This is an optimization exercise on Yosys and OpenROAD, whose aim is small area, not a production implementation. Function was not checked in any run shown here: the RTL went through the layout flow alone.

## flow/config.mk

```make
export PLATFORM = sky130hd
export DESIGN_NAME = neural_network
export DESIGN_NICKNAME = neural_network
export VERILOG_FILES = /design/flow/design.v
export SDC_FILE = /design/flow/constraint.sdc
export NUM_CORES = 4
export LEC_CHECK = 0
export CAP_MARGIN = 20
export CORE_MARGIN = 2
export CORE_UTILIZATION = 40
export PLACE_DENSITY = 0.7
export SLEW_MARGIN = 20
export SYNTH_HIERARCHICAL = 1
```

## flow/constraint.sdc

```tcl
create_clock -name core_clock -period 10.0 [get_ports {clk}]
set_input_delay 2.0000 -clock core_clock [delete_from_list [all_inputs] [get_ports {clk}]]
set_output_delay 2.0000 -clock core_clock [all_outputs]
set_load 0.01 [all_outputs]
```

## flow/design.v

```verilog
package nn_pkg;
    localparam int N_NEURONS = 4;
    localparam int N_INPUTS  = 4;
    localparam int DW        = 8;
    localparam int P_PER_NEURON = N_INPUTS + 2;
    localparam int P_BYTES      = N_NEURONS * P_PER_NEURON;
    typedef enum logic [1:0] {
        LOAD_X  = 2'd0,
        LOAD_P  = 2'd1,
        COMPUTE = 2'd2,
        DONE    = 2'd3
    } state_t;
endpackage
module nn_fa (
    input  logic a,
    input  logic b,
    input  logic c,
    output logic s,
    output logic co
);
    assign s  = a ^ b ^ c;
    assign co = (a & b) | (c & (a ^ b));
endmodule
module nn_ao22 (
    input  logic a1, a2, b1, b2,
    output logic y
);
    assign y = (a1 & a2) | (b1 & b2);
endmodule
module nn_mo3 (
    input  logic a,
    input  logic b,
    input  logic c,
    output logic m,
    output logic o
);
    assign m = (a & b) | (a & c) | (b & c);
    assign o = a | b | c;
endmodule
module nn_ha (
    input  logic a,
    input  logic b,
    output logic s,
    output logic co
);
    assign s  = a ^ b;
    assign co = a & b;
endmodule
module nn_neuron (
    input  logic [31:0] xn_flat,
    input  logic [31:0] wn_flat,
    input  logic [7:0]  b,
    input  logic [7:0]  thn,
    output logic        fire
);
    logic [31:0] x_flat, w_flat;
    assign x_flat = ~xn_flat;
    assign w_flat = ~wn_flat;
    logic [3:0] hi;
    generate
        for (genvar gi = 0; gi < 4; gi++) begin : g_hi
            logic [7:1] wsuf;
            assign wsuf[7] = w_flat[gi*8+7];
            for (genvar k = 6; k >= 1; k--) begin : g_suf
                assign wsuf[k] = wsuf[k+1] | w_flat[gi*8+k];
            end
            assign hi[gi] = (x_flat[gi*8+1] & wsuf[7]) | (x_flat[gi*8+2] & wsuf[6])
                          | (x_flat[gi*8+3] & wsuf[5]) | (x_flat[gi*8+4] & wsuf[4])
                          | (x_flat[gi*8+5] & wsuf[3]) | (x_flat[gi*8+6] & wsuf[2])
                          | (x_flat[gi*8+7] & wsuf[1]);
        end
    endgenerate
    logic pp1, pp2, pp3, pp4, pp5, pp6, pp7, pp8, pp9, pp10, pp11, pp12;
    logic pp13, pp14, pp15, pp16, pp17, pp18, pp19, pp20, pp21, q22, adj23, q24;
    logic pp25, pp26, pp27, pp28, pp29, pp30, pp31, pp32, pp33, pp34, pp35, pp36;
    logic pp37, pp38, pp39, pp40, pp41, pp42, pp43, pp44, pp45, q46, adj47, q48;
    logic pp49, pp50, pp51, pp52, pp53, pp54, pp55, pp56, pp57, pp58, pp59, pp60;
    logic pp61, pp62, pp63, pp64, pp65, pp66, pp67, pp68, pp69, q70, adj71, q72;
    logic pp73, pp74, pp75, pp76, pp77, pp78, pp79, pp80, pp81, pp82, pp83, pp84;
    logic pp85, pp86, pp87, pp88, pp89, pp90, pp91, pp92, pp93, q94, adj95, q96;
    logic c98, s97, c100, s99, c102, c104, s103, c106, s105, c108, s107, c110;
    logic s109, c112, s111, c114, c116, s115, c118, s117, c120, s119, c122, s121;
    logic c124, s123, c126, s125, c128, s127, c130, s129, c132, s131, c134, c136;
    logic s135, c138, s137, c140, s139, c142, s141, c144, s143, c146, s145, c148;
    logic s147, c150, s149, c152, s151, c154, s153, c156, s155, c158, s157, c160;
    logic s159, c162, c164, s163, c166, s165, c168, s167, c170, s169, c172, s171;
    logic c174, s173, c176, s175, c178, s177, c180, s179, c182, s181, c184, s183;
    logic c186, s185, c188, s187, c190, s189, c192, s191, c194, s193, c196, s195;
    logic c198, c200, s199, c202, s201, c204, s203, c206, s205, c208, s207, c210;
    logic s209, c212, s211, c214, s213, c216, s215, c218, s217, c220, s219, c222;
    logic s221, c224, s223, c226, s225, c228, s227, c230, s229, c232, s231, c234;
    logic s233, c236, s235, c238, s237, c240, s239, c242, c244, s243, c246, s245;
    logic c248, s247, c250, s249, c252, s251, c254, s253, c256, s255, c258, s257;
    logic c260, s259, c262, s261, c264, s263, c266, s265, c268, s267, c270, o271;
    logic m272, o273, m274, o275, m276, o277, m278, o279, m280, o281, m282, o283;
    logic m284, o285, m286, o287, m288, o289, m290;
    assign pp1 = ~(xn_flat[0] | wn_flat[0]);
    assign pp2 = ~(xn_flat[1] | wn_flat[0]);
    assign pp3 = ~(xn_flat[2] | wn_flat[0]);
    assign pp4 = ~(xn_flat[3] | wn_flat[0]);
    assign pp5 = ~(xn_flat[4] | wn_flat[0]);
    assign pp6 = ~(xn_flat[5] | wn_flat[0]);
    assign pp7 = ~(xn_flat[0] | wn_flat[1]);
    assign pp8 = ~(xn_flat[1] | wn_flat[1]);
    assign pp9 = ~(xn_flat[2] | wn_flat[1]);
    assign pp10 = ~(xn_flat[3] | wn_flat[1]);
    assign pp11 = ~(xn_flat[4] | wn_flat[1]);
    assign pp12 = ~(xn_flat[0] | wn_flat[2]);
    assign pp13 = ~(xn_flat[1] | wn_flat[2]);
    assign pp14 = ~(xn_flat[2] | wn_flat[2]);
    assign pp15 = ~(xn_flat[3] | wn_flat[2]);
    assign pp16 = ~(xn_flat[0] | wn_flat[3]);
    assign pp17 = ~(xn_flat[1] | wn_flat[3]);
    assign pp18 = ~(xn_flat[2] | wn_flat[3]);
    assign pp19 = ~(xn_flat[0] | wn_flat[4]);
    assign pp20 = ~(xn_flat[1] | wn_flat[4]);
    assign pp21 = ~(xn_flat[0] | wn_flat[5]);
    assign q22 = ~(xn_flat[6] | wn_flat[0]) | ~(xn_flat[5] | wn_flat[1]) | ~(xn_flat[4] | wn_flat[2]) | ~(xn_flat[3] | wn_flat[3]) | ~(xn_flat[2] | wn_flat[4]) | ~(xn_flat[1] | wn_flat[5]) | ~(xn_flat[0] | wn_flat[6]);
    assign adj23 = ~(xn_flat[6] | wn_flat[0] | xn_flat[5] | wn_flat[1]) | ~(xn_flat[5] | wn_flat[1] | xn_flat[4] | wn_flat[2]) | ~(xn_flat[4] | wn_flat[2] | xn_flat[3] | wn_flat[3]) | ~(xn_flat[3] | wn_flat[3] | xn_flat[2] | wn_flat[4]) | ~(xn_flat[2] | wn_flat[4] | xn_flat[1] | wn_flat[5]) | ~(xn_flat[1] | wn_flat[5] | xn_flat[0] | wn_flat[6]);
    assign q24 = ~(xn_flat[7] | wn_flat[0]) | ~(xn_flat[6] | wn_flat[1]) | ~(xn_flat[5] | wn_flat[2]) | ~(xn_flat[4] | wn_flat[3]) | ~(xn_flat[3] | wn_flat[4]) | ~(xn_flat[2] | wn_flat[5]) | ~(xn_flat[1] | wn_flat[6]) | ~(xn_flat[0] | wn_flat[7]);
    assign pp25 = ~(xn_flat[8] | wn_flat[8]);
    assign pp26 = ~(xn_flat[9] | wn_flat[8]);
    assign pp27 = ~(xn_flat[10] | wn_flat[8]);
    assign pp28 = ~(xn_flat[11] | wn_flat[8]);
    assign pp29 = ~(xn_flat[12] | wn_flat[8]);
    assign pp30 = ~(xn_flat[13] | wn_flat[8]);
    assign pp31 = ~(xn_flat[8] | wn_flat[9]);
    assign pp32 = ~(xn_flat[9] | wn_flat[9]);
    assign pp33 = ~(xn_flat[10] | wn_flat[9]);
    assign pp34 = ~(xn_flat[11] | wn_flat[9]);
    assign pp35 = ~(xn_flat[12] | wn_flat[9]);
    assign pp36 = ~(xn_flat[8] | wn_flat[10]);
    assign pp37 = ~(xn_flat[9] | wn_flat[10]);
    assign pp38 = ~(xn_flat[10] | wn_flat[10]);
    assign pp39 = ~(xn_flat[11] | wn_flat[10]);
    assign pp40 = ~(xn_flat[8] | wn_flat[11]);
    assign pp41 = ~(xn_flat[9] | wn_flat[11]);
    assign pp42 = ~(xn_flat[10] | wn_flat[11]);
    assign pp43 = ~(xn_flat[8] | wn_flat[12]);
    assign pp44 = ~(xn_flat[9] | wn_flat[12]);
    assign pp45 = ~(xn_flat[8] | wn_flat[13]);
    assign q46 = ~(xn_flat[14] | wn_flat[8]) | ~(xn_flat[13] | wn_flat[9]) | ~(xn_flat[12] | wn_flat[10]) | ~(xn_flat[11] | wn_flat[11]) | ~(xn_flat[10] | wn_flat[12]) | ~(xn_flat[9] | wn_flat[13]) | ~(xn_flat[8] | wn_flat[14]);
    assign adj47 = ~(xn_flat[14] | wn_flat[8] | xn_flat[13] | wn_flat[9]) | ~(xn_flat[13] | wn_flat[9] | xn_flat[12] | wn_flat[10]) | ~(xn_flat[12] | wn_flat[10] | xn_flat[11] | wn_flat[11]) | ~(xn_flat[11] | wn_flat[11] | xn_flat[10] | wn_flat[12]) | ~(xn_flat[10] | wn_flat[12] | xn_flat[9] | wn_flat[13]) | ~(xn_flat[9] | wn_flat[13] | xn_flat[8] | wn_flat[14]);
    assign q48 = ~(xn_flat[15] | wn_flat[8]) | ~(xn_flat[14] | wn_flat[9]) | ~(xn_flat[13] | wn_flat[10]) | ~(xn_flat[12] | wn_flat[11]) | ~(xn_flat[11] | wn_flat[12]) | ~(xn_flat[10] | wn_flat[13]) | ~(xn_flat[9] | wn_flat[14]) | ~(xn_flat[8] | wn_flat[15]);
    assign pp49 = ~(xn_flat[16] | wn_flat[16]);
    assign pp50 = ~(xn_flat[17] | wn_flat[16]);
    assign pp51 = ~(xn_flat[18] | wn_flat[16]);
    assign pp52 = ~(xn_flat[19] | wn_flat[16]);
    assign pp53 = ~(xn_flat[20] | wn_flat[16]);
    assign pp54 = ~(xn_flat[21] | wn_flat[16]);
    assign pp55 = ~(xn_flat[16] | wn_flat[17]);
    assign pp56 = ~(xn_flat[17] | wn_flat[17]);
    assign pp57 = ~(xn_flat[18] | wn_flat[17]);
    assign pp58 = ~(xn_flat[19] | wn_flat[17]);
    assign pp59 = ~(xn_flat[20] | wn_flat[17]);
    assign pp60 = ~(xn_flat[16] | wn_flat[18]);
    assign pp61 = ~(xn_flat[17] | wn_flat[18]);
    assign pp62 = ~(xn_flat[18] | wn_flat[18]);
    assign pp63 = ~(xn_flat[19] | wn_flat[18]);
    assign pp64 = ~(xn_flat[16] | wn_flat[19]);
    assign pp65 = ~(xn_flat[17] | wn_flat[19]);
    assign pp66 = ~(xn_flat[18] | wn_flat[19]);
    assign pp67 = ~(xn_flat[16] | wn_flat[20]);
    assign pp68 = ~(xn_flat[17] | wn_flat[20]);
    assign pp69 = ~(xn_flat[16] | wn_flat[21]);
    assign q70 = ~(xn_flat[22] | wn_flat[16]) | ~(xn_flat[21] | wn_flat[17]) | ~(xn_flat[20] | wn_flat[18]) | ~(xn_flat[19] | wn_flat[19]) | ~(xn_flat[18] | wn_flat[20]) | ~(xn_flat[17] | wn_flat[21]) | ~(xn_flat[16] | wn_flat[22]);
    assign adj71 = ~(xn_flat[22] | wn_flat[16] | xn_flat[21] | wn_flat[17]) | ~(xn_flat[21] | wn_flat[17] | xn_flat[20] | wn_flat[18]) | ~(xn_flat[20] | wn_flat[18] | xn_flat[19] | wn_flat[19]) | ~(xn_flat[19] | wn_flat[19] | xn_flat[18] | wn_flat[20]) | ~(xn_flat[18] | wn_flat[20] | xn_flat[17] | wn_flat[21]) | ~(xn_flat[17] | wn_flat[21] | xn_flat[16] | wn_flat[22]);
    assign q72 = ~(xn_flat[23] | wn_flat[16]) | ~(xn_flat[22] | wn_flat[17]) | ~(xn_flat[21] | wn_flat[18]) | ~(xn_flat[20] | wn_flat[19]) | ~(xn_flat[19] | wn_flat[20]) | ~(xn_flat[18] | wn_flat[21]) | ~(xn_flat[17] | wn_flat[22]) | ~(xn_flat[16] | wn_flat[23]);
    assign pp73 = ~(xn_flat[24] | wn_flat[24]);
    assign pp74 = ~(xn_flat[25] | wn_flat[24]);
    assign pp75 = ~(xn_flat[26] | wn_flat[24]);
    assign pp76 = ~(xn_flat[27] | wn_flat[24]);
    assign pp77 = ~(xn_flat[28] | wn_flat[24]);
    assign pp78 = ~(xn_flat[29] | wn_flat[24]);
    assign pp79 = ~(xn_flat[24] | wn_flat[25]);
    assign pp80 = ~(xn_flat[25] | wn_flat[25]);
    assign pp81 = ~(xn_flat[26] | wn_flat[25]);
    assign pp82 = ~(xn_flat[27] | wn_flat[25]);
    assign pp83 = ~(xn_flat[28] | wn_flat[25]);
    assign pp84 = ~(xn_flat[24] | wn_flat[26]);
    assign pp85 = ~(xn_flat[25] | wn_flat[26]);
    assign pp86 = ~(xn_flat[26] | wn_flat[26]);
    assign pp87 = ~(xn_flat[27] | wn_flat[26]);
    assign pp88 = ~(xn_flat[24] | wn_flat[27]);
    assign pp89 = ~(xn_flat[25] | wn_flat[27]);
    assign pp90 = ~(xn_flat[26] | wn_flat[27]);
    assign pp91 = ~(xn_flat[24] | wn_flat[28]);
    assign pp92 = ~(xn_flat[25] | wn_flat[28]);
    assign pp93 = ~(xn_flat[24] | wn_flat[29]);
    assign q94 = ~(xn_flat[30] | wn_flat[24]) | ~(xn_flat[29] | wn_flat[25]) | ~(xn_flat[28] | wn_flat[26]) | ~(xn_flat[27] | wn_flat[27]) | ~(xn_flat[26] | wn_flat[28]) | ~(xn_flat[25] | wn_flat[29]) | ~(xn_flat[24] | wn_flat[30]);
    assign adj95 = ~(xn_flat[30] | wn_flat[24] | xn_flat[29] | wn_flat[25]) | ~(xn_flat[29] | wn_flat[25] | xn_flat[28] | wn_flat[26]) | ~(xn_flat[28] | wn_flat[26] | xn_flat[27] | wn_flat[27]) | ~(xn_flat[27] | wn_flat[27] | xn_flat[26] | wn_flat[28]) | ~(xn_flat[26] | wn_flat[28] | xn_flat[25] | wn_flat[29]) | ~(xn_flat[25] | wn_flat[29] | xn_flat[24] | wn_flat[30]);
    assign q96 = ~(xn_flat[31] | wn_flat[24]) | ~(xn_flat[30] | wn_flat[25]) | ~(xn_flat[29] | wn_flat[26]) | ~(xn_flat[28] | wn_flat[27]) | ~(xn_flat[27] | wn_flat[28]) | ~(xn_flat[26] | wn_flat[29]) | ~(xn_flat[25] | wn_flat[30]) | ~(xn_flat[24] | wn_flat[31]);
    nn_fa u_s97 (.a(pp1), .b(pp25), .c(pp49), .s(s97), .co(c98));
    nn_fa u_s99 (.a(pp73), .b(b[0]), .c(thn[0]), .s(s99), .co(c100));
    assign c102 = s97 & s99;
    nn_fa u_s103 (.a(pp2), .b(pp7), .c(pp26), .s(s103), .co(c104));
    nn_fa u_s105 (.a(pp31), .b(pp50), .c(pp55), .s(s105), .co(c106));
    nn_fa u_s107 (.a(pp74), .b(pp79), .c(b[1]), .s(s107), .co(c108));
    nn_fa u_s109 (.a(thn[1]), .b(c98), .c(c100), .s(s109), .co(c110));
    nn_fa u_s111 (.a(s103), .b(s105), .c(s107), .s(s111), .co(c112));
    assign c114 = (c102 & s109) | (c102 & s111) | (s109 & s111);
    nn_fa u_s115 (.a(pp3), .b(pp8), .c(pp12), .s(s115), .co(c116));
    nn_fa u_s117 (.a(pp27), .b(pp32), .c(pp36), .s(s117), .co(c118));
    nn_fa u_s119 (.a(pp51), .b(pp56), .c(pp60), .s(s119), .co(c120));
    nn_fa u_s121 (.a(pp75), .b(pp80), .c(pp84), .s(s121), .co(c122));
    nn_fa u_s123 (.a(b[2]), .b(thn[2]), .c(c104), .s(s123), .co(c124));
    nn_fa u_s125 (.a(c106), .b(c108), .c(s115), .s(s125), .co(c126));
    nn_fa u_s127 (.a(s117), .b(s119), .c(s121), .s(s127), .co(c128));
    nn_fa u_s129 (.a(c110), .b(c112), .c(s123), .s(s129), .co(c130));
    nn_fa u_s131 (.a(s125), .b(s127), .c(c114), .s(s131), .co(c132));
    assign c134 = s129 & s131;
    nn_fa u_s135 (.a(pp4), .b(pp9), .c(pp13), .s(s135), .co(c136));
    nn_fa u_s137 (.a(pp16), .b(pp28), .c(pp33), .s(s137), .co(c138));
    nn_fa u_s139 (.a(pp37), .b(pp40), .c(pp52), .s(s139), .co(c140));
    nn_fa u_s141 (.a(pp57), .b(pp61), .c(pp64), .s(s141), .co(c142));
    nn_fa u_s143 (.a(pp76), .b(pp81), .c(pp85), .s(s143), .co(c144));
    nn_fa u_s145 (.a(pp88), .b(b[3]), .c(thn[3]), .s(s145), .co(c146));
    nn_fa u_s147 (.a(c116), .b(c118), .c(c120), .s(s147), .co(c148));
    nn_fa u_s149 (.a(c122), .b(s135), .c(s137), .s(s149), .co(c150));
    nn_fa u_s151 (.a(s139), .b(s141), .c(s143), .s(s151), .co(c152));
    nn_fa u_s153 (.a(s145), .b(c124), .c(c126), .s(s153), .co(c154));
    nn_fa u_s155 (.a(c128), .b(s147), .c(s149), .s(s155), .co(c156));
    nn_fa u_s157 (.a(s151), .b(c130), .c(s153), .s(s157), .co(c158));
    nn_fa u_s159 (.a(s155), .b(c132), .c(s157), .s(s159), .co(c160));
    assign c162 = c134 & s159;
    nn_fa u_s163 (.a(pp5), .b(pp10), .c(pp14), .s(s163), .co(c164));
    nn_fa u_s165 (.a(pp17), .b(pp19), .c(pp29), .s(s165), .co(c166));
    nn_fa u_s167 (.a(pp34), .b(pp38), .c(pp41), .s(s167), .co(c168));
    nn_fa u_s169 (.a(pp43), .b(pp53), .c(pp58), .s(s169), .co(c170));
    nn_fa u_s171 (.a(pp62), .b(pp65), .c(pp67), .s(s171), .co(c172));
    nn_fa u_s173 (.a(pp77), .b(pp82), .c(pp86), .s(s173), .co(c174));
    nn_fa u_s175 (.a(pp89), .b(pp91), .c(b[4]), .s(s175), .co(c176));
    nn_fa u_s177 (.a(thn[4]), .b(c136), .c(c138), .s(s177), .co(c178));
    nn_fa u_s179 (.a(c140), .b(c142), .c(c144), .s(s179), .co(c180));
    nn_fa u_s181 (.a(c146), .b(s163), .c(s165), .s(s181), .co(c182));
    nn_fa u_s183 (.a(s167), .b(s169), .c(s171), .s(s183), .co(c184));
    nn_fa u_s185 (.a(s173), .b(s175), .c(c148), .s(s185), .co(c186));
    nn_fa u_s187 (.a(c150), .b(c152), .c(s177), .s(s187), .co(c188));
    nn_fa u_s189 (.a(s179), .b(s181), .c(s183), .s(s189), .co(c190));
    nn_fa u_s191 (.a(c154), .b(c156), .c(s185), .s(s191), .co(c192));
    nn_fa u_s193 (.a(s187), .b(s189), .c(c158), .s(s193), .co(c194));
    nn_fa u_s195 (.a(s191), .b(c160), .c(s193), .s(s195), .co(c196));
    assign c198 = c162 & s195;
    nn_fa u_s199 (.a(pp6), .b(pp11), .c(pp15), .s(s199), .co(c200));
    nn_fa u_s201 (.a(pp18), .b(pp20), .c(pp21), .s(s201), .co(c202));
    nn_fa u_s203 (.a(pp30), .b(pp35), .c(pp39), .s(s203), .co(c204));
    nn_fa u_s205 (.a(pp42), .b(pp44), .c(pp45), .s(s205), .co(c206));
    nn_fa u_s207 (.a(pp54), .b(pp59), .c(pp63), .s(s207), .co(c208));
    nn_fa u_s209 (.a(pp66), .b(pp68), .c(pp69), .s(s209), .co(c210));
    nn_fa u_s211 (.a(pp78), .b(pp83), .c(pp87), .s(s211), .co(c212));
    nn_fa u_s213 (.a(pp90), .b(pp92), .c(pp93), .s(s213), .co(c214));
    nn_fa u_s215 (.a(b[5]), .b(thn[5]), .c(c164), .s(s215), .co(c216));
    nn_fa u_s217 (.a(c166), .b(c168), .c(c170), .s(s217), .co(c218));
    nn_fa u_s219 (.a(c172), .b(c174), .c(c176), .s(s219), .co(c220));
    nn_fa u_s221 (.a(s199), .b(s201), .c(s203), .s(s221), .co(c222));
    nn_fa u_s223 (.a(s205), .b(s207), .c(s209), .s(s223), .co(c224));
    nn_fa u_s225 (.a(s211), .b(s213), .c(c178), .s(s225), .co(c226));
    nn_fa u_s227 (.a(c180), .b(c182), .c(c184), .s(s227), .co(c228));
    nn_fa u_s229 (.a(s215), .b(s217), .c(s219), .s(s229), .co(c230));
    nn_fa u_s231 (.a(s221), .b(s223), .c(c186), .s(s231), .co(c232));
    nn_fa u_s233 (.a(c188), .b(c190), .c(s225), .s(s233), .co(c234));
    nn_fa u_s235 (.a(s227), .b(s229), .c(c192), .s(s235), .co(c236));
    nn_fa u_s237 (.a(s231), .b(s233), .c(c194), .s(s237), .co(c238));
    nn_fa u_s239 (.a(s235), .b(c196), .c(s237), .s(s239), .co(c240));
    assign c242 = c198 & s239;
    nn_fa u_s243 (.a(q22), .b(q46), .c(q70), .s(s243), .co(c244));
    nn_fa u_s245 (.a(q94), .b(b[6]), .c(thn[6]), .s(s245), .co(c246));
    nn_fa u_s247 (.a(c200), .b(c202), .c(c204), .s(s247), .co(c248));
    nn_fa u_s249 (.a(c206), .b(c208), .c(c210), .s(s249), .co(c250));
    nn_fa u_s251 (.a(c212), .b(c214), .c(s243), .s(s251), .co(c252));
    nn_fa u_s253 (.a(s245), .b(c216), .c(c218), .s(s253), .co(c254));
    nn_fa u_s255 (.a(c220), .b(c222), .c(c224), .s(s255), .co(c256));
    nn_fa u_s257 (.a(s247), .b(s249), .c(s251), .s(s257), .co(c258));
    nn_fa u_s259 (.a(c226), .b(c228), .c(c230), .s(s259), .co(c260));
    nn_fa u_s261 (.a(s253), .b(s255), .c(s257), .s(s261), .co(c262));
    nn_fa u_s263 (.a(c232), .b(c234), .c(s259), .s(s263), .co(c264));
    nn_fa u_s265 (.a(s261), .b(c236), .c(s263), .s(s265), .co(c266));
    nn_fa u_s267 (.a(c238), .b(s265), .c(c240), .s(s267), .co(c268));
    assign c270 = c242 & s267;
    nn_mo3 u_m272 (.a(q24), .b(q48), .c(q72), .m(m272), .o(o271));
    nn_mo3 u_m274 (.a(q96), .b(b[7]), .c(thn[7]), .m(m274), .o(o273));
    nn_mo3 u_m276 (.a(c244), .b(c246), .c(o271), .m(m276), .o(o275));
    nn_mo3 u_m278 (.a(o273), .b(c248), .c(c250), .m(m278), .o(o277));
    nn_mo3 u_m280 (.a(c252), .b(o275), .c(c254), .m(m280), .o(o279));
    nn_mo3 u_m282 (.a(c256), .b(c258), .c(o277), .m(m282), .o(o281));
    nn_mo3 u_m284 (.a(c260), .b(c262), .c(o279), .m(m284), .o(o283));
    nn_mo3 u_m286 (.a(o281), .b(c264), .c(o283), .m(m286), .o(o285));
    nn_mo3 u_m288 (.a(c266), .b(o285), .c(c268), .m(m288), .o(o287));
    assign m290 = c270 & o287;
    assign o289 = c270 | o287;
    assign fire = (|hi) | m272 | m274 | m276 | m278 | m280 | m282 | m284 | m286 | m288 | m290 | adj23 | adj47 | adj71 | adj95;
endmodule
module nn_half (
    input  logic [15:0] xn_flat,
    input  logic [15:0] wn_flat,
    input  logic [7:0]  e1,
    input  logic [7:0]  e2,
    output logic [7:0]  s,
    output logic        ge
);
    logic [15:0] x_flat, w_flat;
    assign x_flat = ~xn_flat;
    assign w_flat = ~wn_flat;
    logic [1:0] hi;
    generate
        for (genvar gi = 0; gi < 2; gi++) begin : g_hi
            logic [7:1] wsuf;
            assign wsuf[7] = w_flat[gi*8+7];
            for (genvar k = 6; k >= 1; k--) begin : g_suf
                assign wsuf[k] = wsuf[k+1] | w_flat[gi*8+k];
            end
            assign hi[gi] = (x_flat[gi*8+1] & wsuf[7]) | (x_flat[gi*8+2] & wsuf[6])
                          | (x_flat[gi*8+3] & wsuf[5]) | (x_flat[gi*8+4] & wsuf[4])
                          | (x_flat[gi*8+5] & wsuf[3]) | (x_flat[gi*8+6] & wsuf[2])
                          | (x_flat[gi*8+7] & wsuf[1]);
        end
    endgenerate
    logic pp1, pp2, pp3, pp4, pp5, pp6, pp7, pp8, pp9, pp10, pp11, pp12;
    logic pp13, pp14, pp15, pp16, pp17, pp18, pp19, pp20, pp21, q22, adj23, q24;
    logic pp25, pp26, pp27, pp28, pp29, pp30, pp31, pp32, pp33, pp34, pp35, pp36;
    logic pp37, pp38, pp39, pp40, pp41, pp42, pp43, pp44, pp45, q46, adj47, q48;
    logic c50, s49, c52, s51, c54, s53, c56, s55, c58, s57, c60, s59;
    logic c62, s61, c64, s63, c66, s65, c68, s67, c70, s69, c72, s71;
    logic c74, s73, c76, s75, c78, s77, c80, s79, c82, s81, c84, s83;
    logic c86, s85, c88, s87, c90, s89, c92, s91, c94, s93, c96, s95;
    logic c98, s97, c100, s99, c102, s101, c104, s103, c106, s105, c108, s107;
    logic c110, s109, c112, s111, c114, s113, c116, s115, c118, s117, c120, s119;
    logic c122, s121, c124, s123, c126, s125, c128, s127, c130, s129, c132, s131;
    logic c134, s133, c136, s135, c138, s137, c140, s139, c142, s141, c144, s143;
    logic c146, s145, c148, s147, c150, s149, c152, s151, c154, s153, c156, s155;
    logic c158, s157, c160, s159;
    assign pp1 = ~(xn_flat[0] | wn_flat[0]);
    assign pp2 = ~(xn_flat[1] | wn_flat[0]);
    assign pp3 = ~(xn_flat[2] | wn_flat[0]);
    assign pp4 = ~(xn_flat[3] | wn_flat[0]);
    assign pp5 = ~(xn_flat[4] | wn_flat[0]);
    assign pp6 = ~(xn_flat[5] | wn_flat[0]);
    assign pp7 = ~(xn_flat[0] | wn_flat[1]);
    assign pp8 = ~(xn_flat[1] | wn_flat[1]);
    assign pp9 = ~(xn_flat[2] | wn_flat[1]);
    assign pp10 = ~(xn_flat[3] | wn_flat[1]);
    assign pp11 = ~(xn_flat[4] | wn_flat[1]);
    assign pp12 = ~(xn_flat[0] | wn_flat[2]);
    assign pp13 = ~(xn_flat[1] | wn_flat[2]);
    assign pp14 = ~(xn_flat[2] | wn_flat[2]);
    assign pp15 = ~(xn_flat[3] | wn_flat[2]);
    assign pp16 = ~(xn_flat[0] | wn_flat[3]);
    assign pp17 = ~(xn_flat[1] | wn_flat[3]);
    assign pp18 = ~(xn_flat[2] | wn_flat[3]);
    assign pp19 = ~(xn_flat[0] | wn_flat[4]);
    assign pp20 = ~(xn_flat[1] | wn_flat[4]);
    assign pp21 = ~(xn_flat[0] | wn_flat[5]);
    assign q22 = ~(xn_flat[6] | wn_flat[0]) | ~(xn_flat[5] | wn_flat[1]) | ~(xn_flat[4] | wn_flat[2]) | ~(xn_flat[3] | wn_flat[3]) | ~(xn_flat[2] | wn_flat[4]) | ~(xn_flat[1] | wn_flat[5]) | ~(xn_flat[0] | wn_flat[6]);
    assign adj23 = ~(xn_flat[6] | wn_flat[0] | xn_flat[5] | wn_flat[1]) | ~(xn_flat[5] | wn_flat[1] | xn_flat[4] | wn_flat[2]) | ~(xn_flat[4] | wn_flat[2] | xn_flat[3] | wn_flat[3]) | ~(xn_flat[3] | wn_flat[3] | xn_flat[2] | wn_flat[4]) | ~(xn_flat[2] | wn_flat[4] | xn_flat[1] | wn_flat[5]) | ~(xn_flat[1] | wn_flat[5] | xn_flat[0] | wn_flat[6]);
    assign q24 = ~(xn_flat[7] | wn_flat[0]) | ~(xn_flat[6] | wn_flat[1]) | ~(xn_flat[5] | wn_flat[2]) | ~(xn_flat[4] | wn_flat[3]) | ~(xn_flat[3] | wn_flat[4]) | ~(xn_flat[2] | wn_flat[5]) | ~(xn_flat[1] | wn_flat[6]) | ~(xn_flat[0] | wn_flat[7]);
    assign pp25 = ~(xn_flat[8] | wn_flat[8]);
    assign pp26 = ~(xn_flat[9] | wn_flat[8]);
    assign pp27 = ~(xn_flat[10] | wn_flat[8]);
    assign pp28 = ~(xn_flat[11] | wn_flat[8]);
    assign pp29 = ~(xn_flat[12] | wn_flat[8]);
    assign pp30 = ~(xn_flat[13] | wn_flat[8]);
    assign pp31 = ~(xn_flat[8] | wn_flat[9]);
    assign pp32 = ~(xn_flat[9] | wn_flat[9]);
    assign pp33 = ~(xn_flat[10] | wn_flat[9]);
    assign pp34 = ~(xn_flat[11] | wn_flat[9]);
    assign pp35 = ~(xn_flat[12] | wn_flat[9]);
    assign pp36 = ~(xn_flat[8] | wn_flat[10]);
    assign pp37 = ~(xn_flat[9] | wn_flat[10]);
    assign pp38 = ~(xn_flat[10] | wn_flat[10]);
    assign pp39 = ~(xn_flat[11] | wn_flat[10]);
    assign pp40 = ~(xn_flat[8] | wn_flat[11]);
    assign pp41 = ~(xn_flat[9] | wn_flat[11]);
    assign pp42 = ~(xn_flat[10] | wn_flat[11]);
    assign pp43 = ~(xn_flat[8] | wn_flat[12]);
    assign pp44 = ~(xn_flat[9] | wn_flat[12]);
    assign pp45 = ~(xn_flat[8] | wn_flat[13]);
    assign q46 = ~(xn_flat[14] | wn_flat[8]) | ~(xn_flat[13] | wn_flat[9]) | ~(xn_flat[12] | wn_flat[10]) | ~(xn_flat[11] | wn_flat[11]) | ~(xn_flat[10] | wn_flat[12]) | ~(xn_flat[9] | wn_flat[13]) | ~(xn_flat[8] | wn_flat[14]);
    assign adj47 = ~(xn_flat[14] | wn_flat[8] | xn_flat[13] | wn_flat[9]) | ~(xn_flat[13] | wn_flat[9] | xn_flat[12] | wn_flat[10]) | ~(xn_flat[12] | wn_flat[10] | xn_flat[11] | wn_flat[11]) | ~(xn_flat[11] | wn_flat[11] | xn_flat[10] | wn_flat[12]) | ~(xn_flat[10] | wn_flat[12] | xn_flat[9] | wn_flat[13]) | ~(xn_flat[9] | wn_flat[13] | xn_flat[8] | wn_flat[14]);
    assign q48 = ~(xn_flat[15] | wn_flat[8]) | ~(xn_flat[14] | wn_flat[9]) | ~(xn_flat[13] | wn_flat[10]) | ~(xn_flat[12] | wn_flat[11]) | ~(xn_flat[11] | wn_flat[12]) | ~(xn_flat[10] | wn_flat[13]) | ~(xn_flat[9] | wn_flat[14]) | ~(xn_flat[8] | wn_flat[15]);
    nn_fa u_s49 (.a(pp1), .b(pp25), .c(e1[0]), .s(s49), .co(c50));
    nn_ha u_s51 (.a(e2[0]), .b(s49), .s(s51), .co(c52));
    nn_fa u_s53 (.a(pp2), .b(pp7), .c(pp26), .s(s53), .co(c54));
    nn_fa u_s55 (.a(pp31), .b(e1[1]), .c(e2[1]), .s(s55), .co(c56));
    nn_fa u_s57 (.a(c50), .b(s53), .c(s55), .s(s57), .co(c58));
    nn_ha u_s59 (.a(c52), .b(s57), .s(s59), .co(c60));
    nn_fa u_s61 (.a(pp3), .b(pp8), .c(pp12), .s(s61), .co(c62));
    nn_fa u_s63 (.a(pp27), .b(pp32), .c(pp36), .s(s63), .co(c64));
    nn_fa u_s65 (.a(e1[2]), .b(e2[2]), .c(c54), .s(s65), .co(c66));
    nn_fa u_s67 (.a(c56), .b(s61), .c(s63), .s(s67), .co(c68));
    nn_fa u_s69 (.a(c58), .b(s65), .c(s67), .s(s69), .co(c70));
    nn_ha u_s71 (.a(c60), .b(s69), .s(s71), .co(c72));
    nn_fa u_s73 (.a(pp4), .b(pp9), .c(pp13), .s(s73), .co(c74));
    nn_fa u_s75 (.a(pp16), .b(pp28), .c(pp33), .s(s75), .co(c76));
    nn_fa u_s77 (.a(pp37), .b(pp40), .c(e1[3]), .s(s77), .co(c78));
    nn_fa u_s79 (.a(e2[3]), .b(c62), .c(c64), .s(s79), .co(c80));
    nn_fa u_s81 (.a(s73), .b(s75), .c(s77), .s(s81), .co(c82));
    nn_fa u_s83 (.a(c66), .b(c68), .c(s79), .s(s83), .co(c84));
    nn_fa u_s85 (.a(s81), .b(c70), .c(s83), .s(s85), .co(c86));
    nn_ha u_s87 (.a(c72), .b(s85), .s(s87), .co(c88));
    nn_fa u_s89 (.a(pp5), .b(pp10), .c(pp14), .s(s89), .co(c90));
    nn_fa u_s91 (.a(pp17), .b(pp19), .c(pp29), .s(s91), .co(c92));
    nn_fa u_s93 (.a(pp34), .b(pp38), .c(pp41), .s(s93), .co(c94));
    nn_fa u_s95 (.a(pp43), .b(e1[4]), .c(e2[4]), .s(s95), .co(c96));
    nn_fa u_s97 (.a(c74), .b(c76), .c(c78), .s(s97), .co(c98));
    nn_fa u_s99 (.a(s89), .b(s91), .c(s93), .s(s99), .co(c100));
    nn_fa u_s101 (.a(s95), .b(c80), .c(c82), .s(s101), .co(c102));
    nn_fa u_s103 (.a(s97), .b(s99), .c(c84), .s(s103), .co(c104));
    nn_fa u_s105 (.a(s101), .b(c86), .c(s103), .s(s105), .co(c106));
    nn_ha u_s107 (.a(c88), .b(s105), .s(s107), .co(c108));
    nn_fa u_s109 (.a(pp6), .b(pp11), .c(pp15), .s(s109), .co(c110));
    nn_fa u_s111 (.a(pp18), .b(pp20), .c(pp21), .s(s111), .co(c112));
    nn_fa u_s113 (.a(pp30), .b(pp35), .c(pp39), .s(s113), .co(c114));
    nn_fa u_s115 (.a(pp42), .b(pp44), .c(pp45), .s(s115), .co(c116));
    nn_fa u_s117 (.a(e1[5]), .b(e2[5]), .c(c90), .s(s117), .co(c118));
    nn_fa u_s119 (.a(c92), .b(c94), .c(c96), .s(s119), .co(c120));
    nn_fa u_s121 (.a(s109), .b(s111), .c(s113), .s(s121), .co(c122));
    nn_fa u_s123 (.a(s115), .b(c98), .c(c100), .s(s123), .co(c124));
    nn_fa u_s125 (.a(s117), .b(s119), .c(s121), .s(s125), .co(c126));
    nn_fa u_s127 (.a(c102), .b(s123), .c(s125), .s(s127), .co(c128));
    nn_fa u_s129 (.a(c104), .b(s127), .c(c106), .s(s129), .co(c130));
    nn_ha u_s131 (.a(c108), .b(s129), .s(s131), .co(c132));
    nn_fa u_s133 (.a(q22), .b(q46), .c(e1[6]), .s(s133), .co(c134));
    nn_fa u_s135 (.a(e2[6]), .b(c110), .c(c112), .s(s135), .co(c136));
    nn_fa u_s137 (.a(c114), .b(c116), .c(s133), .s(s137), .co(c138));
    nn_fa u_s139 (.a(c118), .b(c120), .c(c122), .s(s139), .co(c140));
    nn_fa u_s141 (.a(s135), .b(s137), .c(c124), .s(s141), .co(c142));
    nn_fa u_s143 (.a(c126), .b(s139), .c(c128), .s(s143), .co(c144));
    nn_fa u_s145 (.a(s141), .b(s143), .c(c130), .s(s145), .co(c146));
    nn_ha u_s147 (.a(c132), .b(s145), .s(s147), .co(c148));
    nn_fa u_s149 (.a(q24), .b(q48), .c(e1[7]), .s(s149), .co(c150));
    nn_fa u_s151 (.a(e2[7]), .b(c134), .c(s149), .s(s151), .co(c152));
    nn_fa u_s153 (.a(c136), .b(c138), .c(s151), .s(s153), .co(c154));
    nn_fa u_s155 (.a(c140), .b(s153), .c(c142), .s(s155), .co(c156));
    nn_fa u_s157 (.a(c144), .b(s155), .c(c146), .s(s157), .co(c158));
    nn_ha u_s159 (.a(c148), .b(s157), .s(s159), .co(c160));
    assign s  = {s159, s147, s131, s107, s87, s71, s59, s51};
    assign ge = (|hi) | c150 | c152 | c154 | c156 | c158 | c160 | adj23 | adj47;
endmodule
module neural_network (
    input  logic        clk,
    input  logic        reset,
    input  logic        changes,
    input  logic [7:0]  data_in,
    output logic [7:0]  network_outputs
);
    nn_pkg::state_t state_reg;
    logic           changes_q_reg;
    logic [31:0]    xn_sr_reg;      
    logic [191:0]   p_sr_reg;
    logic [2:0]     x_cnt_reg;
    logic [4:0]     p_cnt_reg;
    logic           f3_q_reg;
    logic           f1_q_reg;
    logic [8:0]     h_q_reg;
    logic [3:0]     out_reg;
    logic chg_rise, in_p, in_c, shift_x, shift_p;
    assign chg_rise = changes & ~changes_q_reg;
    assign in_p     = (state_reg == nn_pkg::LOAD_P);
    assign in_c     = (state_reg == nn_pkg::COMPUTE);
    assign shift_x  = (state_reg == nn_pkg::LOAD_X) & ~changes;
    assign shift_p  = in_p & ~changes;
    function automatic logic gt_const(input logic [4:0] c, input int k);
        gt_const = 1'b0;
        for (int b = 0; b < 5; b++)
            gt_const = ((k >> b) & 1) ? (c[b] & gt_const) : (c[b] | gt_const);
    endfunction
    logic [23:0] p_ok;
    logic [3:0]  x_ok;
    generate
        for (genvar k = 0; k < 24; k++) begin : g_pok
            assign p_ok[k] = gt_const(p_cnt_reg, k);
        end
        for (genvar k = 0; k < 4; k++) begin : g_xok
            assign x_ok[k] = gt_const({2'b00, x_cnt_reg}, k);
        end
    endgenerate
    function automatic logic [7:0] lane(input int k);
        lane = p_sr_reg[k*8 +: 8];
    endfunction
    logic sa, sb, sc;
    assign sa = in_p & ~changes;
    assign sb = in_p &  changes;
    assign sc = in_c;
    logic [31:0] f_wn;
    logic [7:0]  f_b, f_th;
    logic        f_fire;
    generate
        for (genvar i = 0; i < 4; i++) begin : g_fw
            logic ma, mb, mc;
            assign ma = sa & x_ok[i] & p_ok[17+i];
            assign mb = sb & x_ok[i] & p_ok[6+i];
            assign mc = sc & x_ok[i] & p_ok[12+i];
            for (genvar k = 0; k < 8; k++) begin : g_bit
                logic u;
                nn_ao22 u_ab (
                    .a1 (p_sr_reg[(17+i)*8+k]), .a2 (ma),
                    .b1 (p_sr_reg[(6+i)*8+k]),  .b2 (mb),
                    .y  (u)
                );
                assign f_wn[i*8+k] = ~(u | (p_sr_reg[(12+i)*8+k] & mc));
            end
        end
    endgenerate
    assign f_b  = (lane(21) & {8{sa & p_ok[21]}}) | (lane(10) & {8{sb & p_ok[10]}})
                | (lane(16) & {8{sc & p_ok[16]}});
    assign f_th = (lane(22) & {8{sa & p_ok[22]}}) | (lane(11) & {8{sb & p_ok[11]}})
                | (lane(17) & {8{sc & p_ok[17]}});
    nn_neuron u_f (
        .xn_flat (xn_sr_reg),
        .wn_flat (f_wn),
        .b       (f_b),
        .thn     (~f_th),
        .fire   (f_fire)
    );
    logic [15:0] h_xn, h_wn;
    logic [7:0]  h_e1, h_e2, h_s;
    logic        h_ge;
    generate
        for (genvar i = 0; i < 2; i++) begin : g_hw
            logic m0, m1;
            assign m0 = ~in_c & x_ok[i]   & p_ok[i];
            assign m1 =  in_c & x_ok[i+2] & p_ok[i+2];
            assign h_wn[i*8 +: 8] = ~((lane(i) & {8{m0}}) | (lane(i+2) & {8{m1}}));
            assign h_xn[i*8 +: 8] = in_c ? xn_sr_reg[(i+2)*8 +: 8] : xn_sr_reg[i*8 +: 8];
        end
    endgenerate
    assign h_e1 = in_c ? h_q_reg[7:0] : (lane(4) & {8{p_ok[4]}});
    assign h_e2 = in_c ? 8'h00 : ~(lane(5) & {8{p_ok[5]}});
    nn_half u_h (
        .xn_flat (h_xn),
        .wn_flat (h_wn),
        .e1     (h_e1),
        .e2     (h_e2),
        .s      (h_s),
        .ge     (h_ge)
    );
    assign network_outputs = {4'b0000, out_reg};
    always_ff @(posedge clk) begin
        if (shift_x)
            xn_sr_reg <= {xn_sr_reg[23:0], ~data_in};
        if (shift_p) begin
            p_sr_reg <= {p_sr_reg[183:0], data_in};
            f3_q_reg <= f_fire;
        end
        f1_q_reg <= f_fire;
        h_q_reg  <= {h_ge, h_s};
    end
    always_ff @(posedge clk or posedge reset) begin
        if (reset) begin
            state_reg     <= nn_pkg::LOAD_X;
            changes_q_reg <= 1'b0;
            x_cnt_reg     <= '0;
            p_cnt_reg     <= '0;
            out_reg       <= '0;
        end else begin
            changes_q_reg <= changes;
            if (shift_x && x_cnt_reg != 3'd4)
                x_cnt_reg <= x_cnt_reg + 3'd1;
            if (shift_p && p_cnt_reg != 5'd24)
                p_cnt_reg <= p_cnt_reg + 5'd1;
            case (state_reg)
                nn_pkg::LOAD_X:  if (chg_rise) state_reg <= nn_pkg::LOAD_P;
                nn_pkg::LOAD_P:  if (chg_rise) state_reg <= nn_pkg::COMPUTE;
                nn_pkg::COMPUTE: begin
                    out_reg   <= {f3_q_reg, f_fire, f1_q_reg, h_q_reg[8] | h_ge};
                    state_reg <= nn_pkg::DONE;
                end
                default:         if (chg_rise) state_reg <= nn_pkg::LOAD_X;
            endcase
        end
    end
endmodule
```

## flow/flow/run.sh

```bash
#!/bin/bash
# Standard ORFS flow (the standard.sh) with two layout options:
#  - port buffers of the smallest buffer cell
#  - CTS without dummy loads
set -euo pipefail
bash standard.sh \
  "BUFFER_PORTS_ARGS=-buffer_cell sky130_fd_sc_hd__buf_1" \
  "CTS_ARGS=-sink_clustering_enable -repair_clock_nets -sink_clustering_size 10 -sink_clustering_max_diameter 40 -buf_list sky130_fd_sc_hd__clkbuf_4 -dont_use_dummy_load" \
  finish > standard.log 2>&1
```

## flow/standard.sh

```bash
#!/bin/bash
# synth_recipe.tcl (not shown) runs the flow's synth.tcl, then flattens the netlist and writes it again
# the make line also repeats each setting of config.mk as NAME=value (left out here)
make -C /OpenROAD-flow-scripts/flow DESIGN_CONFIG=/design/flow/config.mk WORK_HOME=/design/flow/orfs CLKGATE_MAP_FILE= SYNTH_SCRIPT=/design/flow/synth_recipe.tcl "${@:-finish}"
```

==> impl_metrics.py, run 1 <==
metrics = {
    "logic_synthesis": {
        "synth_largest_area_cell": "edfxtp_1",
        "ys_async_sr_fraction_pct": 6.20,
        "post_synth.cell_area_avg_um2": 13.7,
        "yosys_register_bits": 242,
        "synth_edf_count": 217,
        "yosysUniqueCellTypes": 57,
        "yosys.area.top_type_share_pct": 48.4,
        "seq_area_frac_synth_pct": 52.6,
        "synth_area_leaders": "edfxtp_1 (48%), fa_1 (19%), nor2_1 (4.4%), dfrtp_1 (2.8%), a22o_1 (2.6%)",
        "ys_warn_count": 7,
        "synthFlopType": "edfxtp_1",
        "synthesis.area_um2": 13500,
        "postSynthCellCount": 986,
    },
    "route": {
        "drc": 0,
        "drt_iter0_markers": 1321,
        "ant_nets": 0,
        "wl_met2_um": 16800,
        "via_per_inst": 6.06,
        "wl_met1_um": 14800,
        "wl_per_cell_um": 24.4,
        "routed-wl-met3_um": 2960,
        "top_layer": "met4",
        "drt_first_pass_iters": 6,
        "wirelength_um": 35700,
        "via_count": 8876,
    },
    "clock_tree": {
        "root_buffer": "clkbuf_4",
        "cts_buffer_depth": 3,
        "clock_sinks": 242,
        "insertion_delay_ps": 630,
        "cts_max_level": 2,
        "postCtsHoldBufs": 0,
        "cts_tree": "done",
        "path_clk_slew_ps": 110,
        "cts_resized": 0,
        "cts_buffers": 35,
        "cts_setup_buffers": 0,
    },
    "floorplan": {
        "start_util_pct": 40.4,
        "core_um2": 33400,
        "fp-row-count": 67,
        "die_y_um": 188,
        "io_pins": 19,
        "die_area_um2": 35200,
        "fp.dieW_um": 188,
    },
    "final_layout": {
        "final_common_cell": "edfxtp_1",
        "area_growth_pct": 6.65,
        "drive_gt1_share_pct": 10.8,
        "fin_nets": 1176,
        "design_area_um2": 14400,
        "largest_reg_flops": 184,
        "layout_common_cells": "edfxtp_1 (217), nor2_1 (159), fa_1 (128)",
    },
    "sta": {
        "relSlewSlack_pct": 29.8,
        "tightest_slew_ps": 1050,
        "skew_ps": 67.8,
        "fin_tns_setup_ps": 0,
        "timing.fmax_ghz": 0.116,
        "hold_viol": 0,
        "post-route-period-util_pct": 86.1,
        "drv_slew": 0,
        "rsz0062_at_grt": "false",
        "setup-violations-final": 0,
        "min_period_ps": 8610,
    },
    "worst_setup_path": {
        "critPathCaptureType": "register",
        "start_kind": "input pin",
        "critPathRequiredTime_ps": 10530,
        "cp_cell_sequence": "buf_1 -> nand3b_1 -> nor3_1 -> a22o_1 -> a21oi_1 -> o22ai_1 -> or4_1 -> fa_1 -> fa_1 -> fa_1 -> fa_1 -> fa_1 -> fa_1 -> maj3_1 -> or4_1 -> nor4_1 -> nand3_1 -> nor3_1 -> nand4_1 -> mux2_2",
        "arrival_ps": 9130,
        "crit_top_cell": "fa_1",
        "cpLargestDelayFamily": "adder cells",
        "slowest_stage": "or4_1",
        "path_buf_inv": 1,
        "cpPeakStageDelay_ps": 610,
        "critical_path_class": "in2reg",
        "worstPathMaxFanout": 8,
    },
    "global_routing": {
        "grt_pass1_wl_um": 54700,
        "grt_pass1_vias": 9216,
        "grt_usage_pct": 20.5,
        "grt.overflow.total": 0,
        "grt_start_max_net_pins": 77,
        "grt_antenna_before_repair": 1,
    },
    "place": {
        "placed_area_um2": 14100,
        "port_buffers": 14,
        "hpwlAfterDp_um": 26600,
        "gp_congestion": 0.962,
    },
    "min_path": {
        "hold_path.class": "reg2reg",
    },
    "flow_run": {
        "drv_cap": 0,
    },
    "outcome": {
        "status": "finished clean",
    },
}
==> worst register-to-register path, delay by kind of cell, from the launching register on <==
| kind | cells | cell delay, ps |
|---|---|---|
| fa+ha+maj | 10 | 4030 |
| simple gates | 8 | 2150 |
| buf+inv | 3 | 760 |
| flops | 1 | 410 |
| mux | 1 | 300 |
| compound gates | 1 | 180 |
==> path summary, 6_finish.rpt <==
check                        startpoint           end  slack [ps]  depth (start not counted)
max                             changes    out_reg[2]        1390                         20
max in group asynchronous         reset  x_cnt_reg[1]        8090                          2
min reg2reg                p_sr_reg[41]  p_sr_reg[49]         410                          0
min in group asynchronous         reset  p_cnt_reg[3]        1430                          2
max reg2reg                state_reg[0]    out_reg[2]        2080                         23
min                        p_sr_reg[41]  p_sr_reg[49]         410                          0
==> final cells by class <==
| class | instances | area [µm²] |
|---|---|---|
| antenna | 1 | 2.50 |
| tap | 448 | 561 |
| sequential | 242 | 7090 |
| multi-input combinational | 662 | 6020 |
| timing repair buffer | 50 | 323 |
| clock buffer | 35 | 263 |
| fill | 3103 | 19000 |
| inverter | 27 | 101 |
==> per-module statistics from Yosys, one instance, submodules excluded <==
module          cells inside  flip-flops and latches  copies in the design  area (µm²)
nn_ha                      1                       0                     8        12.5
nn_mo3                     2                       0                     9        16.3
nn_half                  119                       0                     1         599
nn_fa                      1                       0                   128        20.0
neural_network           463                     242                     1        8710
nn_neuron                218                       0                     1        1070
nn_ao22                    1                       0                    32        8.76
==> stage by stage <==
| step | worst slack, ps | std cells | utilization [%] | hold WS (ps) |
|---|---|---|---|---|
| 2_1_floorplan | 1540 | 989 | - | 417 |
| 3_3_place_gp | 834 | 1429 | 42.3 | 421 |
| 3_5_place_dp | 754 | 1429 | 42.3 | 427 |
| 4_1_cts | 1460 | 1464 | 43.1 | 394 |
| 5_1_grt | 1130 | 1465 | 43.1 | 400 |
| 6_report | 1390 | 1465 | 43.1 | 410 |
==> cell families (layout without fill, tap and decap cells) <==
family	after synthesis	in the layout	synth area share, %
buffers and inverters	85	112	2.84
xor gates and xnor gates	4	4	0.260
DFF	242	242	52.6
adders and majority gates	156	156	21.5
and+or+nand+nor	252	252	8.79
other	1	5	0.0278
AOI/OAI and AO/OA	222	222	12.0
muxes	24	24	2.00
==> Yosys cell counts (19+ instances only) <==
master / count
edfxtp_1: 217
ha_1: 19
a21oi_1: 60
mux2_2: 21
o22ai_1: 47
inv_1: 27
clkbuf_1: 40
a22o_1: 40
a22oi_1: 22
nor2_1: 159
fa_1: 128
==> layer usage <==
metal / global-route usage [%] / vias up
met5: 0 / -
met4: 6.63 / 0
met3: 3.95 / 107
met2: 33.1 / 509
met1: 28.0 / 4512
li1: - / 3748
==> run 2: changes to the inputs <==
==> flow/flow/run.sh (replaced) <==
#!/bin/bash
# Standard ORFS flow (the standard.sh) with some layout options:
#  - timing-driven global placement keeps none of its resizer changes
#  - port buffers of the smallest buffer cell
#  - CTS without dummy loads
set -euo pipefail
bash standard.sh \
  GPL_KEEP_OVERFLOW=0 \
  "BUFFER_PORTS_ARGS=-buffer_cell sky130_fd_sc_hd__buf_1" \
  "CTS_ARGS=-sink_clustering_enable -repair_clock_nets -sink_clustering_size 10 -sink_clustering_max_diameter 40 -buf_list sky130_fd_sc_hd__clkbuf_4 -dont_use_dummy_load" \
  finish > standard.log 2>&1
--- a/flow/config.mk
+++ b/flow/config.mk
@@ -5,9 +5,9 @@
 export SDC_FILE = /design/flow/constraint.sdc
 export NUM_CORES = 4
 export LEC_CHECK = 0
-export CAP_MARGIN = 20
+export CAP_MARGIN = 10
 export CORE_MARGIN = 2
 export CORE_UTILIZATION = 40
 export PLACE_DENSITY = 0.7
-export SLEW_MARGIN = 20
+export SLEW_MARGIN = 10
 export SYNTH_HIERARCHICAL = 1
==> impl_metrics.py, run 2 <==
metrics = {
    "outcome": {
        "status": "finished clean",
    },
    "logic_synthesis": {
        "post_synth.cell_area_avg_um2": 13.7,
        "yosys.area.top_type_share_pct": 48.4,
        "synth_most_common_cell": "edfxtp_1",
        "synthesis.area_um2": 13500,
        "synth_edf_count": 217,
        "synth_largest_area_cell": "edfxtp_1",
        "yosys_register_bits": 242,
        "ys_top_cells_by_count": "edfxtp_1 (217), nor2_1 (159), fa_1 (128)",
        "synthFlopType": "edfxtp_1",
        "ys_async_sr_fraction_pct": 6.20,
        "postSynthCellCount": 986,
        "ys_warn_count": 7,
        "seq_area_frac_synth_pct": 52.6,
        "synth_area_leaders": "edfxtp_1 (48%), fa_1 (19%), nor2_1 (4.4%), dfrtp_1 (2.8%), a22o_1 (2.6%)",
        "yosysUniqueCellTypes": 57,
    },
    "clock_tree": {
        "cts_buffers": 34,
        "insertion_delay_ps": 630,
        "cts_max_level": 2,
        "postCtsHoldBufs": 0,
        "cts_resized": 0,
        "cts_tree": "done",
        "path_clk_slew_ps": 100,
        "clock_sinks": 242,
        "cts_buffer_depth": 3,
        "root_buffer": "clkbuf_4",
        "cts_setup_buffers": 0,
    },
    "route": {
        "ant_nets": 0,
        "drc": 0,
        "via_per_inst": 5.98,
        "via_count": 8600,
        "wl_per_cell_um": 24.8,
        "drt_first_pass_iters": 7,
        "drt_iter0_markers": 1041,
        "wirelength_um": 35700,
    },
    "global_routing": {
        "grt.overflow.total": 0,
        "grt_antenna_before_repair": 1,
        "grt_usage_pct": 20.4,
        "grt_start_max_net_pins": 40,
        "grt_pass1_vias": 8949,
        "grt_pass1_wl_um": 54000,
    },
    "floorplan": {
        "fp.dieW_um": 188,
        "die_y_um": 188,
        "core_um2": 33400,
        "die_area_um2": 35200,
        "fp-row-count": 67,
        "io_pins": 19,
        "start_util_pct": 40.4,
    },
    "final_layout": {
        "final_common_cell": "edfxtp_1",
        "layout_common_cells": "edfxtp_1 (217), nor2_1 (159), fa_1 (128)",
        "fin_nets": 1148,
        "area_growth_pct": 6.32,
        "drive_gt1_share_pct": 8.91,
        "largest_reg_flops": 184,
        "fin_cells": 1437,
    },
    "sta": {
        "skew_ps": 65.8,
        "tightest_slew_ps": 1380,
        "setup_ws_ps": 709,
        "rsz0062_at_grt": "false",
        "timing.fmax_ghz": 0.108,
        "drv_slew": 0,
        "min_period_ps": 9290,
        "fin_tns_setup_ps": 0,
        "setup-violations-final": 0,
        "post-route-period-util_pct": 92.9,
        "hold_viol": 0,
        "relSlewSlack_pct": 7.11,
    },
    "worst_setup_path": {
        "critPathCapture": "out_reg[2]",
        "worstPathMaxFanout": 8,
        "critPathRequiredTime_ps": 10490,
        "critPathCaptureType": "register",
        "r2r-start": "p_cnt_reg[1]",
        "worstReg2RegEnd": "out_reg[2]",
        "arrival_ps": 9780,
        "r2r_cells": 22,
        "reg2reg_slack_ps": 1660,
        "start_kind": "input pin",
        "critical_path_class": "in2reg",
        "cp-startpoint": "changes",
    },
    "place": {
        "hpwlAfterDp_um": 26400,
        "gp_congestion": 0.945,
        "dp_cells": 1402,
        "port_buffers": 14,
        "preCtsSetupSlack_ps": 74.9,
    },
    "min_path": {
        "hold_depth": 0,
        "hold_path.class": "reg2reg",
    },
    "flow_run": {
        "drv_cap": 0,
    },
}
-- run 2: cell count changes in the layout (fill, tap and decap cells not counted), moves of 2 or more --
cell,before,now
buf_16,0,3
a211oi_1,7,3
a211oi_2,3,7
nor3_1,8,6
buf_4,36,0
buf_12,0,6
nor3_2,1,3
-- run 2: how the worst min path moves through the flow --
stage                        startpoint       endpoint  slack [ps]
after floorplan           p_sr_reg[128]  p_sr_reg[136]         420
after global placement    p_sr_reg[132]  p_sr_reg[140]         420
after detailed placement  p_sr_reg[132]  p_sr_reg[140]         430
after CTS                  p_sr_reg[44]   p_sr_reg[52]         410
after global routing      p_sr_reg[154]  p_sr_reg[162]         430
final                      p_sr_reg[44]   p_sr_reg[52]         420
-- run 2: per-stage QoR --
step	hold WS, ps	area [µm²]	util [%]
2_1_floorplan	417	13500	-
3_3_place_gp	422	13800	41.4
3_5_place_dp	431	14100	42.1
4_1_cts	412	14300	42.9
5_1_grt	434	14300	42.9
6_report	415	14300	42.9
-- run 2: cells by family (layout without fill, tap and decap cells) --
group | Yosys count | after routing | synth area share [%]
AO/OA/AOI/OAI | 222 | 222 | 12.0
XOR/XNOR | 4 | 4 | 0.260
adder cells (fa/ha/maj) | 156 | 156 | 21.5
other | 1 | 5 | 0.0278
flip-flops | 242 | 242 | 52.6
buffers and inverters | 85 | 84 | 2.84
AND/OR/NAND/NOR | 252 | 252 | 8.79
multiplexers | 24 | 24 | 2.00
-- run 2: layout make-up --
class                      count  area (µm²)
timing repair buffer          23         255
multi-input combinational    662        6050
tap                          448         561
clock buffer                  34         255
inverter                      27         101
antenna                        1        2.50
sequential                   242        7090
fill                        3079       19000
-- run 2: worst max-delay path, cell delays in order --
cell and delay, ps:
buf_1 300, nand2_1 270, nor3_1 1100, a22o_1 250
a21oi_1 180, nor2_1 280, fa_1 450, fa_1 430
fa_1 470, fa_1 490, fa_1 400, fa_1 430
fa_1 430, fa_1 400, maj3_1 370, or4_1 440
nor4_1 290, nand3_1 120, nor3_1 190, nand4_1 180
mux2_2 310
-- run 2: Yosys stat by module (local to each module, per instance) --
module,times used,cell area [µm²],flops+latches,cells
nn_fa,128,20.0,0,1
nn_neuron,1,1070,0,218
neural_network,1,8710,242,463
nn_mo3,9,16.3,0,2
nn_half,1,599,0,119
nn_ha,8,12.5,0,1
nn_ao22,32,8.76,0,1
-- run 2: metal layers --
metal | vias to the layer above | GRT usage, % | part of all wire (%)
li1 | 3688 | - | -
met1 | 4379 | 27.2 | 40
met2 | 438 | 33.7 | 48
met3 | 95 | 3.78 | 7.9
met4 | 0 | 7.51 | 3.6
met5 | - | 0 | 0

[static timing again, ports no longer ideal]
Ports are ideal in the flow. The routed layouts listed here were re-timed in OpenROAD. Step 1 assumes that a clkbuf_16 drives the clock port and a buf_2 every other input. Step 2 moves the port delays by t, midway between the first and last clock arrival at a register: inputs arrive t later, outputs are due t later. That takes back most of the time a late clock gives input paths. a / b / c = no drivers / after step 1 / after step 2; a / b = the first two.
| run | shift t [ns] | setup WS [ns] | worst data-port slew with drivers (ns) | cell pins on the clock port's net |
|---|---|---|---|---|
| run 1 | 0.637 | 1.393 / 1.411 / 0.774 | 0.03 | 1 |
| run 2 | 0.643 | 0.709 / 0.730 / 0.087 | 0.03 | 1 |
After both steps setup and hold are still met in every run listed. For run 2, which loses most, drivers alone change the setup slack by +0.021 ns; drivers and shift together by -0.622 ns.
